Context: an optimization exercise on an open-source flow, tuned for small area. The choices shown serve that exercise and are no tape-out recipe. The RTL was checked by simulation tests, not by an equivalence proof against the original design. Power and IR drop assume default switching activity.

==> flow/design.v <==
package sha1_stream_pkg;
  localparam int IN_BYTES  = 4;
  localparam int OUT_BYTES = 64;
  localparam int WORDS     = OUT_BYTES / IN_BYTES;
  localparam int IDX_W     = $clog2(WORDS);
  localparam int IN_W      = 8 * IN_BYTES;
  localparam int OUT_W     = 8 * OUT_BYTES;
  typedef struct packed {
    logic [OUT_W-1:0]     data;
    logic [OUT_BYTES-1:0] keep;
    logic                 last;
  } beat_t;
endpackage
module sha1_beat_slot
(
  input  logic  clk,
  input  logic  reset,
  input  logic  i_load,
  input  sha1_stream_pkg::beat_t i_beat,
  input  logic  i_ready,
  output logic  o_valid,
  output sha1_stream_pkg::beat_t o_beat
);
  logic  r_valid;
  sha1_stream_pkg::beat_t r_beat;
  always_ff @(posedge clk or posedge reset) begin
    if (reset) begin
      r_valid <= 1'b0;
      r_beat  <= '0;
    end else if (i_load) begin
      r_valid <= 1'b1;
      r_beat  <= i_beat;
    end else if (r_valid && i_ready) begin
      r_valid <= 1'b0;
    end
  end
  assign o_valid = r_valid;
  assign o_beat  = r_beat;
endmodule
module sha1_stream_packer
(
  input  logic                 clk,
  input  logic                 reset,
  output logic                 o_tready_in,
  input  logic                 i_tvalid_in,
  input  logic [sha1_stream_pkg::IN_W-1:0]      i_tdata_in,
  input  logic [sha1_stream_pkg::IN_BYTES-1:0]  i_tkeep_in,
  input  logic                 i_tlast_in,
  input  logic                 i_tready_out,
  output logic                 o_tvalid_out,
  output logic [sha1_stream_pkg::OUT_W-1:0]     o_tdata_out,
  output logic [sha1_stream_pkg::OUT_BYTES-1:0] o_tkeep_out,
  output logic                 o_tlast_out
);
  logic [sha1_stream_pkg::OUT_W-1:0]     r_data,  w_data_nxt;
  logic [sha1_stream_pkg::OUT_BYTES-1:0] r_keep,  w_keep_nxt;
  logic [sha1_stream_pkg::IDX_W-1:0]     r_idx,   w_idx_nxt, w_base_idx;
  logic                 r_acc_done, w_done_nxt;
  logic                 r_acc_last, w_last_nxt;
  logic                 w_slot_valid, w_slot_free, w_xfer, w_accept, w_tready_in;
  logic [sha1_stream_pkg::IN_BYTES-1:0]  w_wkeep;
  logic [sha1_stream_pkg::IN_W-1:0]      w_wdata;
  sha1_stream_pkg::beat_t                w_acc_beat, w_slot_beat;
  assign w_slot_free = !w_slot_valid || i_tready_out;
  assign w_xfer      = r_acc_done && w_slot_free;
  assign w_tready_in = !reset && (!r_acc_done || w_slot_free);
  assign w_accept    = i_tvalid_in && w_tready_in;
  assign w_base_idx  = w_xfer ? '0 : r_idx;
  assign w_wkeep     = i_tlast_in ? i_tkeep_in : '1;
  always_comb begin
    w_wdata = '0;
    for (int b = 0; b < sha1_stream_pkg::IN_BYTES; b++) begin
      if (w_wkeep[b]) w_wdata[8*b +: 8] = i_tdata_in[8*b +: 8];
    end
  end
  always_comb begin
    w_data_nxt = w_xfer ? '0 : r_data;
    w_keep_nxt = w_xfer ? '0 : r_keep;
    w_idx_nxt  = w_base_idx;
    w_done_nxt = w_xfer ? 1'b0 : r_acc_done;
    w_last_nxt = w_xfer ? 1'b0 : r_acc_last;
    if (w_accept) begin
      w_data_nxt[sha1_stream_pkg::IN_W*w_base_idx +: sha1_stream_pkg::IN_W]         = w_wdata;
      w_keep_nxt[sha1_stream_pkg::IN_BYTES*w_base_idx +: sha1_stream_pkg::IN_BYTES] = w_wkeep;
      w_idx_nxt = w_base_idx + 1'b1;
      if (i_tlast_in) begin
        w_done_nxt = 1'b1;
        w_last_nxt = 1'b1;
      end else if (w_base_idx == (sha1_stream_pkg::WORDS-1)) begin
        w_done_nxt = 1'b1;
      end
    end
  end
  always_ff @(posedge clk or posedge reset) begin
    if (reset) begin
      r_data     <= '0;
      r_keep     <= '0;
      r_idx      <= '0;
      r_acc_done <= 1'b0;
      r_acc_last <= 1'b0;
    end else begin
      r_data     <= w_data_nxt;
      r_keep     <= w_keep_nxt;
      r_idx      <= w_idx_nxt;
      r_acc_done <= w_done_nxt;
      r_acc_last <= w_last_nxt;
    end
  end
  assign w_acc_beat = {r_data, r_keep, r_acc_last};
  sha1_beat_slot u_slot (
    .clk     (clk),
    .reset   (reset),
    .i_load  (w_xfer),
    .i_beat  (w_acc_beat),
    .i_ready (i_tready_out),
    .o_valid (w_slot_valid),
    .o_beat  (w_slot_beat)
  );
  assign o_tready_in  = w_tready_in;
  assign o_tvalid_out = w_slot_valid;
  assign o_tdata_out  = w_slot_beat.data;
  assign o_tkeep_out  = w_slot_beat.keep;
  assign o_tlast_out  = w_slot_beat.last;
endmodule
==> flow/run.sh <==
#!/bin/bash
# synth_recipe.tcl (not shown) runs the flow's synth.tcl, then flattens the netlist and writes it again
# the make line also repeats each setting of config.mk as NAME=value (left out here)
make -C /OpenROAD-flow-scripts/flow DESIGN_CONFIG=/design/flow/config.mk WORK_HOME=/design/flow/orfs CLKGATE_MAP_FILE= SYNTH_SCRIPT=/design/flow/synth_recipe.tcl finish
==> flow/config.mk <==
export PLATFORM = sky130hd
export DESIGN_NAME = sha1_stream_packer
export DESIGN_NICKNAME = sha1_stream_packer
export VERILOG_FILES = /design/flow/design.v
export SDC_FILE = /design/flow/constraint.sdc
export NUM_CORES = 4
export LEC_CHECK = 0
export CAP_MARGIN = 20
export CORE_MARGIN = 2
export CORE_UTILIZATION = 40
export SLEW_MARGIN = 20
==> flow/constraint.sdc <==
create_clock -name core_clock -period 5.0 [get_ports {clk}]
set_input_delay 1.0000 -clock core_clock [delete_from_list [all_inputs] [get_ports {clk}]]
set_output_delay 1.0000 -clock core_clock [all_outputs]
set_load 0.01 [all_outputs]
==> run notes <==
## cells in the final DEF, fill, tap and decap left out, drive strengths merged, types with 2 or more instances in the layout
master	count
diode	6
xnor2	2
bufinv	11
nand4	5
buf	80
clkdlybuf4s50	619
o21ai	109
inv	9
clkbuf	163
clkinvlp	7
nand2	2243
mux2i	468
a21oi	2
o21bai	2
and2	2
dfrtp	1160
nand3	145
nand2b	8
clkinv	29
ha	3
nor3	3
nor2b	5
nor2	4
nand4b	2
xor2	2
## path summary, 6_finish.rpt
check                                  start                  to  depth (start not counted)
max in group asynchronous              reset   u_slot.r_beat[17]                          4
min in group asynchronous              reset          r_acc_done                          2
worst min-delay path             r_data[219]  u_slot.r_beat[284]                          2
worst max-delay path            i_tready_out          r_data[85]                         10
worst min register to register   r_data[219]  u_slot.r_beat[284]                          2
worst max register to register    r_acc_done          r_data[85]                          8
## worst register-to-register path: cells and delay by family, from the launching register on
family / cells / cell delay (ns)
compound gates: 2 / 0.48
fa+ha+maj: 1 / 0.51
buf+inv: 2 / 0.40
flops: 1 / 0.60
mux: 1 / 0.18
simple gates: 2 / 0.83
## through the flow
| step | std cells | setup slack (ns) | utilization [%] |
|---|---|---|---|
| floorplan | 4472 | -12.02 | - |
| global placement | 6386 | 0.762 | 47.3 |
| detailed placement | 6386 | 0.740 | 47.3 |
| CTS | 6600 | 1.49 | 50.8 |
| global route | 6600 | 1.33 | 50.8 |
| finish | 6606 | 1.43 | 50.8 |
## metal layers
layer | GRT usage [%] | routed length (um) | share of wire [%] | vias up
met5 | 0 | 282 | 0.20 | -
met4 | 7.12 | 3620 | 2.5 | 44
met3 | 5.16 | 8440 | 5.9 | 222
met2 | 38.3 | 66800 | 47 | 842
met1 | 33.5 | 63100 | 44 | 16500
li1 | - | - | - | 15200
## power by group
part           switching, uW  internal, uW  total, uW
Sequential               488         10000      10500
Clock                   3770          5250       9020
Combinational           2050          1250       3300
Total                   6310         16500      22800
## registers in the layout, summed over array words and instances (netlist names)
signal,count
r_data,512
r_acc_last,1
r_idx,4
r_acc_done,1
r_keep,64
u_slot.r_beat,577
u_slot.r_valid,1
## area by class of cell
type	instances	area [um2]
diodes	6	15.0
clock buffers	163	3360
clock inverters	51	594
fillers	10300	55500
inverters	5	22.5
multi-input cells	3022	15300
flip-flops and latches	1160	29000
well taps	1500	1880
repair buffers	699	7140
## logic make-up after synthesis
logic type      synth area share (%)
simple gates                    21.4
flops                           63.7
mux                             10.3
buf+inv                         2.92
compound gates                  1.51
xor+xnor                      0.0934
fa+ha+maj                     0.0824
==> results.py <==
metrics = {
    "floorplanning": {
        "floorplan.die.height_um": 341,
        "start_util_pct": 40.4,
        "floorplan.die.width_um": 341,
        "die_area_mm2": 0.117,
        "placementRows": 123,
        "coreArea_mm2": 0.113,
        "floorplan.io_pins": 620,
    },
    "drt": {
        "post-route-drc-count": 0,
        "totalWireLength_mm": 142,
        "routed-via-count": 32800,
        "firstDrtPassIters": 7,
        "ant_nets": 0,
        "first_iter_violations": 2592,
        "drt-vias-per-instance": 4.97,
        "route.detailed.wl_per_inst_um": 21.5,
    },
    "flow_run": {
        "maxCapViolCount": 0,
    },
    "timing": {
        "worst_pin_slew_ns": 1.22,
        "fin_setup_tns_ns": 0,
        "finalHoldWorstSlack_ns": 0.457,
        "setup_repair_after_global_routing_missed_its_margin": "no",
        "finalHoldViolations": 0,
        "report.final.setup_viol": 0,
        "min_cycle_time_layout_ns": 3.57,
        "finalCritPeriodShare_pct": 71.5,
        "max_slew_margin_pct": 18.7,
        "final_clock_skew_ns": 0.0228,
        "slew_violations": 0,
        "achievable-frequency_mhz": 280,
    },
    "setup_path": {
        "cp-end-kind": "flop",
        "most_used_cell_along_the_critical_path": "sky130_fd_sc_hd__a21oi_2",
        "timing.critical_path.fanout_max": 19,
        "path_cells": "clkdlybuf4s50_1, nand2b_1, a21oi_2, inv_1, ha_1, or3b_1, a21oi_2, nand3_4, buf_12, mux2i_1",
        "r2r_setup_slk_ns": 1.85,
        "worst-endpoint-arrival_ns": 4.12,
        "cp_num_buf_inv": 3,
        "crit_required_ns": 5.55,
        "timing_worst_setup_path_type": "input port to flop",
        "start_kind": "input port",
        "worst_path_largest_cell_delay_ns": 0.51,
        "cp_top_family": "simple AND/OR/NAND/NOR gates",
        "crit_slowest_cell": "sky130_fd_sc_hd__ha_1",
    },
    "clock_tree": {
        "cts-hold-fix-buffers": 0,
        "cts.clk_slew.worst_paths_ns": 0.07,
        "post_cts_buffers": 0,
        "cts_max_level": 3,
        "worst_skew_pair.late_latency_ns": 0.72,
        "clock_sinks": 1160,
        "tritoncts": "done",
        "post_cts_resize_count": 0,
        "cts_buffers": 116,
        "clk_tree_root_cell": "sky130_fd_sc_hd__clkbuf_16",
        "max_clock_buf_depth": 3,
    },
    "synthesis": {
        "synth_seq_area_share_pct": 63.7,
        "synth_edf_count": 0,
        "synth_top_cells_by_area": "sky130_fd_sc_hd__dfrtp_1 64%, sky130_fd_sc_hd__nand2_1 18%, sky130_fd_sc_hd__mux2i_1 10%, sky130_fd_sc_hd__clkbuf_1 1.5%, sky130_fd_sc_hd__nand3_1 1.3%",
        "netlist.top_cell.by_area": "sky130_fd_sc_hd__dfrtp_1",
        "postSynth.asyncResetShare_pct": 100,
        "synth_top_flop_cell": "sky130_fd_sc_hd__dfrtp_1",
        "synth_common_cells": "2238 x sky130_fd_sc_hd__nand2_1, 1160 x sky130_fd_sc_hd__dfrtp_1, 468 x sky130_fd_sc_hd__mux2i_1",
        "syn_nets": 4516,
        "post_synth_instance_area_mm2": 0.0456,
        "synthMostInstantiatedCell": "sky130_fd_sc_hd__nand2_1",
        "avgSynthCellArea_um2": 10.2,
        "ys_ff_latch": 1160,
        "synthDistinctLibCells": 47,
        "yosysWarningCount": 2,
        "post_syn_instances": 4472,
        "synth.top_cell.area_share_pct": 63.7,
    },
    "global_routing": {
        "grt_antenna_before_repair": 30,
        "pin_count_of_the_biggest_net_entering_global_routing": 249,
        "globalRoute.totalOverflow": 0,
        "wire_length_of_the_first_global_routing_pass_mm": 213,
        "first_global_vias": 32800,
        "groute.usage.overall_pct": 24.2,
    },
    "layout": {
        "flow.area_growth_from_synthesis_pct": 25.8,
        "drive_gt1_share_pct": 6.41,
        "final_standard_cell_area_without_fillers_mm2": 0.0573,
        "num-nets-final": 5048,
    },
    "placement": {
        "dpl_cell_area_mm2": 0.0533,
        "gp_routability_congestion": 0.795,
        "detailed_placer_s_ending_hpwl_mm": 93.0,
        "buffer_ports.inserted": 619,
    },
    "power": {
        "p_per_area_mw_per_mm2": 399,
        "vdd_ir_drop_max_mv": 0.275,
        "leakagePower_uw": 0.0303,
        "finalPower_uw": 22800,
    },
    "outcome": {
        "status": "finished clean",
    },
    "worst_hold_path": {
        "hold_path.class": "flop to flop",
    },
}

==> re-timing with driven ports <==
The results above use ideal ports. As a check the final layout listed here was re-extracted and re-timed, cells and wires unchanged.
Step 1 (the two cells are an assumption about what drives the block):
set clk [get_ports {clk}]
set_driving_cell -lib_cell sky130_fd_sc_hd__clkbuf_16 $clk
set_driving_cell -lib_cell sky130_fd_sc_hd__buf_2 [delete_from_list [all_inputs] $clk]
Step 2 times the ports against the registers' clock, not the clock port: input delays grow and output delays shrink by t, the midpoint of the rising clock arrivals with the driver on.
Three values: ideal, step 1, step 2; two values: the first two.
shift t [ns]: 0.774
setup WS [ns]: 1.427 / 1.370 / 0.649
slew at the worst register clock pin (ns): 0.07 / 0.07
worst slew at a driven data input, ns: 0.14
After both steps setup and hold are still met in this run. The setup slack of this run moves by -0.057 ns with the drivers and by -0.778 ns with both steps.
